Context: an optimization exercise on an open-source flow, tuned for small area, a short achievable clock period and few clock cycles per item. The choices shown serve that exercise and are no tape-out recipe.

==> run Z: inputs <==
## audio_resample_packetizer_unit
module audio_resample_packetizer_unit (
  input  wire logic                       clk_i,
  input  wire logic                       rst_ni,
  input  wire logic                       in_valid_i,
  output logic                            in_ready_o,
  input  wire logic [31:0]                in_first_channel_i,
  input  wire logic [31:0]                in_second_channel_i,
  input  wire logic                       in_buffer_start_i,
  input  wire logic                       in_silent_i,
  input  wire logic [63:0]                in_time_ns_i,
  output logic                            out_valid_o,
  input  wire logic                       out_ready_i,
  output logic [15:0]                     out_left_sample_o,
  output logic [15:0]                     out_right_sample_o,
  output logic [15:0]                     out_packet_sequence_o,
  output logic                            out_first_of_packet_o,
  output logic                            out_last_of_packet_o,
  output logic [63:0]                     out_packet_time_ns_o,
  output logic                            out_last_of_run_o,
  input  wire logic                       cfg_we_i,
  input  wire logic [arp_pkg::CIDX_W-1:0] cfg_index_i,
  input  wire logic [arp_pkg::CFG_W-1:0]  cfg_wdata_i
);
==> module arp_conv, before the edit <==
module arp_conv (
  input  wire logic [31:0] raw_i,
  input  wire logic [1:0]  fmt_i,
  output logic      [15:0] sample_o
);
  logic        sgn, nan, big, tiny;
  logic [7:0]  ex;
  logic [23:0] mant;
  logic [8:0]  mh;
  logic        nz, nz14, g1, up1, b;
  logic [23:0] q;
  logic [15:0] fin;
  logic [3:0]  u;
  logic [15:0] sh1, sh2, sh3, sh4;
  logic [15:0] lmask;
  logic        g2, s2, r2, sf, rf;
  logic [14:0] a;
  logic [15:0] af;
  arp_add #(.W(24)) u_sub (
    .a_i (mant),
    .b_i ({15'h7FFF, ~mh}),
    .c_i (!b),
    .s_o (q)
  );
  arp_add #(.W(16)) u_inc (
    .a_i (af ^ {16{sf}}),
    .b_i (16'd0),
    .c_i (rf ^ sf),
    .s_o (fin)
  );
  always_comb begin
    sgn   = raw_i[31];
    ex    = raw_i[30:23];
    mant  = {1'b1, raw_i[22:0]};
    nan   = (ex == 8'hFF) && (raw_i[22:0] != 23'd0);
    big   = ex >= 8'd127;
    tiny = ex <= 8'd110;
    mh   = mant[23:15];
    nz14 = |mant[13:0];
    nz   = nz14 | mant[14];
    g1   = mant[14] ^ nz14;
    up1  = g1 && (nz14 || (mant[0] ^ mh[0] ^ nz));
    b    = nz && !up1;
    u    = 4'(8'd126 - ex);
    sh1  = u[3] ? {8'd0, q[23:16]} : q[23:8];
    sh2  = u[2] ? {4'd0, sh1[15:4]} : sh1;
    sh3  = u[1] ? {2'd0, sh2[15:2]} : sh2;
    sh4  = u[0] ? {1'd0, sh3[15:1]} : sh3;
    a    = sh4[15:1];
    g2   = sh4[0];
    lmask = ~(16'hFFFF << u);
    s2   = (|q[7:0]) | (|(q[23:8] & lmask));
    r2   = g2 && (s2 || a[0]);
    sf = sgn && !nan;
    if (big) begin
      af = 16'h7FFF;
      rf = 1'b0;
    end else if (tiny) begin
      af = 16'h0000;
      rf = 1'b0;
    end else begin
      af = {1'b0, a};
      rf = r2;
    end
    case (fmt_i)
      arp_pkg::FMT_FLOAT: sample_o = fin;
      arp_pkg::FMT_PCM16: sample_o = raw_i[15:0];
      default:            sample_o = raw_i[31:16];
    endcase
  end
endmodule
==> module arp_add, before the edit <==
module arp_add #(
  parameter int unsigned W = 8
) (
  input  wire logic [W-1:0] a_i,
  input  wire logic [W-1:0] b_i,
  input  wire logic         c_i,
  output logic      [W-1:0] s_o
);
  localparam int unsigned L = (W > 1) ? $clog2(W) : 1;
  logic [W-1:0] p, g0;
  logic [W-1:0] gg [L+1];
  logic [W-1:0] pp [L+1];
  logic [W-1:0] cy;
  always_comb begin
    p  = a_i ^ b_i;
    g0 = a_i & b_i;
    gg[0] = g0;
    pp[0] = p;
    gg[0][0] = g0[0] | (p[0] & c_i);
    for (int l = 0; l < L; l++) begin
      gg[l+1] = gg[l];
      pp[l+1] = pp[l];
      for (int i = 0; i < W; i++) begin
        if ((i >> l) & 1) begin
          gg[l+1][i] = gg[l][i] | (pp[l][i] & gg[l][((i >> l) << l) - 1]);
          pp[l+1][i] = pp[l][i] & pp[l][((i >> l) << l) - 1];
        end
      end
    end
    cy[0] = c_i;
    for (int i = 1; i < W; i++) cy[i] = gg[L][i-1];
    s_o = p ^ cy;
  end
endmodule
==> flow/config.mk <==
export PLATFORM = sky130hd
export DESIGN_NAME = audio_resample_packetizer_unit
export DESIGN_NICKNAME = audio_resample_packetizer_unit
export VERILOG_FILES = /design/flow/design.v
export SDC_FILE = /design/flow/constraint.sdc
export NUM_CORES = 4
export LEC_CHECK = 0
export CAP_MARGIN = 20
export CORE_MARGIN = 2
export CORE_UTILIZATION = 40
export PLACE_DENSITY = 0.6
export SLEW_MARGIN = 20
==> flow/constraint.sdc <==
create_clock -name core_clock -period 8.0 [get_ports {clk_i}]
set_input_delay 1.6000 -clock core_clock [delete_from_list [all_inputs] [get_ports {clk_i}]]
set_output_delay 1.6000 -clock core_clock [all_outputs]
set_load 0.01 [all_outputs]
run.sh (not shown) runs the stock make flow with config.mk's settings and CLKGATE_MAP_FILE= SYNTH_SCRIPT=/design/flow/synth_recipe.tcl, a recipe that flattens the netlist after the stock synthesis.
==> run E (differences from run Z) <==
--- a/flow/design.v
+++ b/flow/design.v
@@ -25,63 +25,57 @@
 );
-  logic        sgn, nan, big, tiny;
+  logic        sgn;
   logic [7:0]  ex;
   logic [23:0] mant;
-  logic [8:0]  mh;
-  logic        nz, nz14, g1, up1, b;
-  logic [23:0] q;
-  logic [15:0] fin;
-  logic [3:0]  u;
-  logic [15:0] sh1, sh2, sh3, sh4;
-  logic [15:0] lmask;
-  logic        g2, s2, r2, sf, rf;
-  logic [14:0] a;
-  logic [15:0] af;
-  arp_add #(.W(24)) u_sub (
-    .a_i (mant),
-    .b_i ({15'h7FFF, ~mh}),
-    .c_i (!b),
-    .s_o (q)
-  );
-  arp_add #(.W(16)) u_inc (
-    .a_i (af ^ {16{sf}}),
-    .b_i (16'd0),
-    .c_i (rf ^ sf),
-    .s_o (fin)
-  );
+  logic [14:0] ml;
+  logic        nz14, nz13;
+  logic [23:0] phi;
+  logic        top;
+  logic [23:0] hi;
+  logic        g1, s1, up1;
+  logic [24:0] q;
+  logic [5:0]  sh;
+  logic [4:0]  u;
+  logic [24:0] t, lmask;
+  logic [15:0] a;
+  logic        g2, s2, r2;
+  logic [15:0] fval;
   always_comb begin
-    sgn   = raw_i[31];
-    ex    = raw_i[30:23];
-    mant  = {1'b1, raw_i[22:0]};
-    nan   = (ex == 8'hFF) && (raw_i[22:0] != 23'd0);
-    big   = ex >= 8'd127;
-    tiny = ex <= 8'd110;
-    mh   = mant[23:15];
-    nz14 = |mant[13:0];
-    nz   = nz14 | mant[14];
-    g1   = mant[14] ^ nz14;
-    up1  = g1 && (nz14 || (mant[0] ^ mh[0] ^ nz));
-    b    = nz && !up1;
-    u    = 4'(8'd126 - ex);
-    sh1  = u[3] ? {8'd0, q[23:16]} : q[23:8];
-    sh2  = u[2] ? {4'd0, sh1[15:4]} : sh1;
-    sh3  = u[1] ? {2'd0, sh2[15:2]} : sh2;
-    sh4  = u[0] ? {1'd0, sh3[15:1]} : sh3;
-    a    = sh4[15:1];
-    g2   = sh4[0];
-    lmask = ~(16'hFFFF << u);
-    s2   = (|q[7:0]) | (|(q[23:8] & lmask));
-    r2   = g2 && (s2 || a[0]);
-    sf = sgn && !nan;
-    if (big) begin
-      af = 16'h7FFF;
-      rf = 1'b0;
-    end else if (tiny) begin
-      af = 16'h0000;
-      rf = 1'b0;
+    sgn  = raw_i[31];
+    ex   = raw_i[30:23];
+    mant = {1'b1, raw_i[22:0]};
+    ml   = mant[14:0];
+    nz14 = |ml[13:0];
+    nz13 = |ml[12:0];
+    phi  = mant - 24'(mant[23:15]) - 24'(nz14 | ml[14]);
+    top  = phi[23];
+    if (top) begin
+      hi = phi;
+      g1 = ml[14] ^ nz14;
+      s1 = nz14;
     end else begin
-      af = {1'b0, a};
-      rf = r2;
+      hi = {phi[22:0], ml[14] ^ nz14};
+      g1 = ml[13] ^ nz13;
+      s1 = nz13;
+    end
+    up1 = g1 & (s1 | hi[0]);
+    q   = {1'b0, hi} + 25'(up1);
+    sh    = 6'(8'd135 - ex) + 6'(!top);
+    u     = 5'(sh - 6'd9);
+    t     = q >> u;
+    lmask = ~(25'h1FFFFFF << u);
+    a     = t[24:9];
+    g2    = t[8];
+    s2    = (|t[7:0]) | (|(q & lmask));
+    r2    = g2 & (s2 | a[0]);
+    if (ex == 8'hFF && raw_i[22:0] != 23'd0) begin
+      fval = 16'h7FFF;
+    end else if (ex >= 8'd127) begin
+      fval = sgn ? 16'h8001 : 16'h7FFF;
+    end else if (ex < 8'd100) begin
+      fval = 16'h0000;
+    end else begin
+      fval = (a ^ {16{sgn}}) + 16'(r2 ^ sgn);
     end
     case (fmt_i)
-      arp_pkg::FMT_FLOAT: sample_o = fin;
+      arp_pkg::FMT_FLOAT: sample_o = fval;
       arp_pkg::FMT_PCM16: sample_o = raw_i[15:0];
@@ -89,38 +83,2 @@
     endcase
-  end
-endmodule
-`default_nettype wire
-`default_nettype none
-module arp_add #(
-  parameter int unsigned W = 8
-) (
-  input  wire logic [W-1:0] a_i,
-  input  wire logic [W-1:0] b_i,
-  input  wire logic         c_i,
-  output logic      [W-1:0] s_o
-);
-  localparam int unsigned L = (W > 1) ? $clog2(W) : 1;
-  logic [W-1:0] p, g0;
-  logic [W-1:0] gg [L+1];
-  logic [W-1:0] pp [L+1];
-  logic [W-1:0] cy;
-  always_comb begin
-    p  = a_i ^ b_i;
-    g0 = a_i & b_i;
-    gg[0] = g0;
-    pp[0] = p;
-    gg[0][0] = g0[0] | (p[0] & c_i);
-    for (int l = 0; l < L; l++) begin
-      gg[l+1] = gg[l];
-      pp[l+1] = pp[l];
-      for (int i = 0; i < W; i++) begin
-        if ((i >> l) & 1) begin
-          gg[l+1][i] = gg[l][i] | (pp[l][i] & gg[l][((i >> l) << l) - 1]);
-          pp[l+1][i] = pp[l][i] & pp[l][((i >> l) << l) - 1];
-        end
-      end
-    end
-    cy[0] = c_i;
-    for (int i = 1; i < W; i++) cy[i] = gg[L][i-1];
-    s_o = p ^ cy;
   end
==> summary.md <==
| Metric | Value |
|---|---|
| Status | no timing/DRC/antenna violations |
| Area contributors post-synth | edfxtp_1, dfrtp_1, ha_1, xnor2_1, nor2_1 |
| Dpl hpwl | 44.6 mm |
| Hold slack | 0.417 ns |
| Worst path slowest cell | or4_1 |
| Post-Synth Simple-Gate Area | 0.158 |
| Post-detailed-route wirelength per cell | 21.0 um |
# the run above: run Z

==> summary.md <==
| Metric | Value |
|---|---|
| Worst setup margin | -0.666 ns |
| Layout Check Fails | setup timing |
| Status | failed layout checks |
| Post-detailed-route wirelength per cell | 21.6 um |
| Dpl hpwl | 70.7 mm |
| Worst path slowest cell | fa_1 |
| Post-Synth Simple-Gate Area | 0.213 |
| Final setup vio count | 27 |
# the run above: run E

No run of this note included a check of the RTL's function; only the layout flow was run.

==> port drivers added, routing unchanged <==
The flow's constraints put no driver on any port. The routed layouts listed below were extracted and timed again, unchanged, in two steps.
Step 1, drivers: a clkbuf_16 drives clk_i and a buf_2 each remaining input, both assumed.
Step 2, shift: input delay + t, output delay - t, t = (earliest + latest rising clock arrival at the registers) / 2. This alone moves slack from input paths to output paths.
a / b / c = ideal / step 1 / step 2; a / b = the first two.
run | t (ns) | setup WS [ns] | worst data-port slew with drivers (ns)
run Z | 0.615 | 0.441 / 0.441 / 0.441 | 0.11
run E | 0.633 | -0.666 / -0.666 / -0.666 | 0.08
